This is an optimization exercise on Yosys and OpenROAD, whose aim is small area, a short achievable clock period and few clock cycles per item, not a production implementation. Power and IR drop assume default switching activity.

==> job 6310: inputs <==
## rx_data_handler
module rx_data_handler (
  input  logic                  clk_i,
  input  logic                  rst_i,
  input  logic                  phy_link_up_i,
  input  logic                  phy_fifo_empty_i,
  output logic                  phy_fifo_rd_en_o,
  input  logic                  data_valid_i,
  input  logic [31:0]           data_i,
  input  logic [3:0]            data_k_i,
  output logic [31:0]           m_axis_tdata_o,
  output logic [3:0]            m_axis_tkeep_o,
  output logic                  m_axis_tvalid_o,
  output logic                  m_axis_tlast_o,
  output logic [1:0]            m_axis_tuser_o,
  input  logic                  m_axis_tready_i
);
  logic [35:0] word_in;
  assign word_in = rx_phy_pkg::classify_word(data_i, data_k_i);
  logic [1:0][35:0] b_q;
  logic [1:0][5:0]  sp_q;
  logic [5:0]  sp_h;
  logic        wp_q, rp_q;
  logic [35:0] w0_q;
  logic [1:0]  wc_q;
  logic        w0v_q;
  logic        rd_q;
  logic [3:0]  m_q;
  logic        drop_q;
  logic        open_q;
  logic        tlp_q;
  logic [4:0]  hc_q;
  logic [3:0][7:0] acc_q;
  logic [31:0] od_q;
  logic [3:1]  ok_q;
  logic        ol_q;
  logic [1:0]  ou_q;
  logic        ov_q;
  logic            open_n, tlp_n;
  logic [4:0]      hc_n;
  logic [3:0][3:0] tgt;
  logic [3:0]      w_e, w_n;
  ...
clock: 8.0 ns
lec_check: 0
abc_area: 1
cap_margin: 20
core_margin: 2
core_utilization: 40
place_density: 0.6
setup_slack_margin: 4.2
slew_margin: 20
synth_hierarchical: 1
run.sh (not shown) runs the stock make flow with config.mk's settings and CLKGATE_MAP_FILE= SYNTH_SCRIPT=/design/flow/synth_recipe.tcl, a recipe that flattens the netlist after the stock synthesis.
==> job 2549 (differences from job 6310) <==
--- a/flow/design.v
+++ b/flow/design.v
@@ -1,43 +1,34 @@
 `default_nettype none
 package rx_phy_pkg;
   localparam logic [7:0] sym_stp = 8'hFB;
   localparam logic [7:0] sym_sdp = 8'h5C;
   localparam logic [7:0] sym_end = 8'hFD;
   localparam logic [7:0] sym_edb = 8'hFE;
-  function automatic logic [35:0] classify_word(input logic [31:0] data,
-                                                input logic [3:0]  k);
-    logic [35:0] w;
-    logic [7:0]  v;
-    logic        s, t, g, f;
-    for (int i = 0; i < 4; i++) begin
-      v = data[8*i +: 8];
-      t = (v == sym_stp);
-      s = t || (v == sym_sdp);
-      g = (v == sym_end);
-      f = s || g || (v == sym_edb);
-      w[9*i +: 9] = k[i] ? {1'b1, v[7:4], t, g, f, s} : {1'b0, v};
-    end
-    classify_word = w;
-  endfunction
 endpackage
 `default_nettype wire
 `timescale 1ns/1ns
 `default_nettype none
-module rx_axis_fifo (
-  input  logic rst_i,
-  input  logic phy_link_up_i,
-  input  logic phy_fifo_empty_i,
-  input  logic m_axis_tready_i,
-  input  logic rd_free_i,
-  input  logic rd_take_i,
-  output logic phy_fifo_rd_en_o
+module rx_symbol_decode (
+  input  logic [31:0] data_i,
+  input  logic [3:0]  data_k_i,
+  output logic [35:0] word_o
 );
-  assign phy_fifo_rd_en_o = !rst_i && phy_link_up_i && !phy_fifo_empty_i &&
-                            (rd_free_i || (rd_take_i && m_axis_tready_i));
+  always_comb begin
+    for (int i = 0; i < 4; i++) begin
+      logic [7:0] v;
+      logic       s, t, g, f;
+      v = data_i[8*i +: 8];
+      t = (v == rx_phy_pkg::sym_stp);
+      s = t || (v == rx_phy_pkg::sym_sdp);
+      g = (v == rx_phy_pkg::sym_end);
+      f = s || g || (v == rx_phy_pkg::sym_edb);
+      word_o[9*i +: 9] = data_k_i[i] ? {1'b1, v[7:4], t, g, f, s} : {1'b0, v};
+    end
+  end
 endmodule
 `default_nettype wire
 `timescale 1ns/1ns
 `default_nettype none
 module rx_data_handler (
   input  logic                  clk_i,
   input  logic                  rst_i,
@@ -51,15 +42,19 @@
   output logic [3:0]            m_axis_tkeep_o,
   output logic                  m_axis_tvalid_o,
   output logic                  m_axis_tlast_o,
   output logic [1:0]            m_axis_tuser_o,
   input  logic                  m_axis_tready_i
 );
   logic [35:0] word_in;
-  assign word_in = rx_phy_pkg::classify_word(data_i, data_k_i);
+  rx_symbol_decode i_decode (
+    .data_i   (data_i),
+    .data_k_i (data_k_i),
+    .word_o   (word_in)
+  );
   logic [1:0][35:0] b_q;
   logic [1:0][5:0]  sp_q;
   logic [5:0]  sp_h;
   logic        wp_q, rp_q;
   logic [35:0] w0_q;
   logic [1:0]  wc_q;
   logic        w0v_q;
@@ -438,80 +433,68 @@
       8'd255: r = 6'b000000;
       default: r = 6'b000000;
     endcase
     split_table = r;
   endfunction
   logic [3:0][1:0] cls_in;
   logic [5:0]      sp_in, tbl_in;
-  logic            sp_now;
+  logic            sp_now, pred;
   logic [1:0]      tot;
   always_comb begin
     for (int i = 0; i < 4; i++) begin
       cls_in[i] = !data_k_i[i] ? 2'd0 : word_in[9*i] ? 2'd1 : word_in[9*i+1] ? 2'd2 : 2'd3;
     end
     tbl_in = split_table(cls_in);
     sp_in  = {tbl_in[0], tbl_in[5:1]};
   end
   assign w0_q = rp_q ? b_q[1] : b_q[0];
   assign sp_h = rp_q ? sp_q[1] : sp_q[0];
   assign fire   = w0v_q && (!ov_q || m_axis_tready_i);
   assign cons   = fire && !cut;
-  logic rd_any, rd_take, rd_free;
-  assign sp_now  = open_q ? ((sp_h[4:0] & hc_q) != 5'd0) : sp_h[5];
-  assign tot     = wc_q + {1'b0, rd_q};
-  assign rd_any  = !tot[1];
-  assign rd_take = !tot[0] && w0v_q && (m_q != 4'b1111 || !sp_now);
-  assign rd_free = rd_any || (rd_take && !ov_q);
-  rx_axis_fifo i_rd (
-    .rst_i            (rst_i),
-    .phy_link_up_i    (phy_link_up_i),
-    .phy_fifo_empty_i (phy_fifo_empty_i),
-    .m_axis_tready_i  (m_axis_tready_i),
-    .rd_free_i        (rd_free),
-    .rd_take_i        (rd_take),
-    .phy_fifo_rd_en_o (phy_fifo_rd_en_o)
-  );
+  assign sp_now = open_q ? ((sp_h[4:0] & hc_q) != 5'd0) : sp_h[5];
+  assign pred   = w0v_q && (m_q != 4'b1111 || !sp_now) && (!ov_q || m_axis_tready_i);
+  assign tot = wc_q + {1'b0, rd_q};
+  assign phy_fifo_rd_en_o = !rst_i && phy_link_up_i && !phy_fifo_empty_i &&
+                            (!tot[1] || (!tot[0] && pred));
   always_ff @(posedge clk_i) begin
     if (rst_i) begin
       wc_q    <= 2'd0;
       w0v_q   <= 1'b0;
       wp_q    <= 1'b0;
       rp_q    <= 1'b0;
       rd_q    <= 1'b0;
+      m_q     <= 4'b1111;
+      drop_q  <= 1'b0;
       open_q  <= 1'b0;
+      hc_q    <= 5'b00001;
       ov_q    <= 1'b0;
     end else begin
       rd_q    <= phy_fifo_rd_en_o;
       wc_q    <= wc_q + {1'b0, data_valid_i} - {1'b0, cons};
       w0v_q   <= cons ? (wc_q[1] || (wc_q[0] && data_valid_i)) : (wc_q != 2'd0 || data_valid_i);
       if (data_valid_i) wp_q <= !wp_q;
       if (cons)         rp_q <= !rp_q;
       if (fire) begin
         open_q <= open_n;
+        hc_q   <= hc_n;
+        m_q    <= cut ? rem_m : 4'b1111;
+        drop_q <= cut && quirk;
       end
       ov_q <= (fire && emit) || (ov_q && !m_axis_tready_i);
     end
   end
   always_ff @(posedge clk_i) begin
     for (int k = 0; k < 2; k++) begin
       if (data_valid_i && wp_q == k[0]) begin
         b_q[k]  <= word_in;
         sp_q[k] <= sp_in;
       end
     end
     if (fire) begin
       tlp_q <= tlp_n;
-      hc_q  <= hc_n;
-    end
-    if (!w0v_q) begin
-      m_q    <= 4'b1111;
-      drop_q <= 1'b0;
-    end else if (fire) begin
-      m_q    <= cut ? rem_m : 4'b1111;
-      drop_q <= cut && quirk;
     end
     for (int j = 0; j < 4; j++) begin
       if (fire && (w_e[j] || w_n[j])) acc_q[j] <= sel[j];
     end
     if (fire && emit) begin
       od_q <= e_b;
       ok_q <= e_keep;
- SETUP_SLACK_MARGIN: 4.2 -> 4.5
- SYNTH_HIERARCHICAL: 1 -> default
==> notes <==
Synthesized cell count: job 6310 is lower than job 2549 (0.27%). In clock skew, job 6310 and job 2549 hardly differ. Against job 2549, the worst setup slack of job 6310 is higher by 0.040 ns. Between job 6310 and job 2549, the lower sequential share of layout area is in job 2549 (gap 2.6 points). Against job 2549, the total power of job 6310 is larger by about 20%. Against job 6310, the wire length of job 2549 is higher by 0.75%. Between job 6310 and job 2549, the lower die area is in job 2549 (gap 1.5%, measured against job 2549). In job 2549 the global-route usage is higher than in job 6310, by 0.49 points.
==> figures <==
metric	job 6310	job 2549
Outcome	complete, no violations	complete, no violations
Required @ worst endpoint	8.38 ns	6.40 ns
Synthesis-to-finish area growth	34.6%	44.8%
Worst slack at placement	2.63 ns	2.57 ns
Critical Path Start	rp_q$_SDFFE_PP0P_	m_axis_tready_i
Layout clock buffers	17	18
Count of instances resized after the clock tree is built	113	205
Filler Cells Inserted	2088	1938
Power attributed to sequential cells	1.33 mW	1.19 mW
Synthesized-area fraction occupied by ao, oa, aoi and oai cells	9.87%	10.5%
Top cell category	flip-flops and latches	multi-input combinational cells
Area of the mapped netlist	9580 µm²	9430 µm²
Stages on the worst setup path	27	8
Yosys warning count	7	2
Met2 global-route usage	37.7%	39.9%
Number of setup buffers added after CTS	51	69
Final worst path period need	3.87 ns	3.91 ns
No functional check of the RTL was part of any run of this note.

## what the ideal ports hide
Ports are ideal in the flow. The routed layouts listed here were re-timed in OpenROAD.
Step 1 sets driving cells, clkbuf_16 on the clock port and buf_2 on the other inputs (assumed; they add their load-dependent delay and slew).
Step 2 also shifts input and output timing later by t, the mid clock arrival at the registers, as if the neighbouring blocks saw the same clock.
a / b / c = no drivers / after step 1 / after step 2; a / b = the first two.
run | t (ns) | setup WS [ns] | latest minus earliest clock arrival (ns)
job 6310 | 0.484 | 4.131 / 4.103 / 3.855 | 0.015 / 0.015
job 2549 | 0.476 | 4.091 / 4.050 / 4.050 | 0.015 / 0.016
After both steps setup and hold are still met in every run listed. The setup slack of job 6310, which loses most, moves by -0.028 ns with the drivers and by -0.276 ns with both steps.
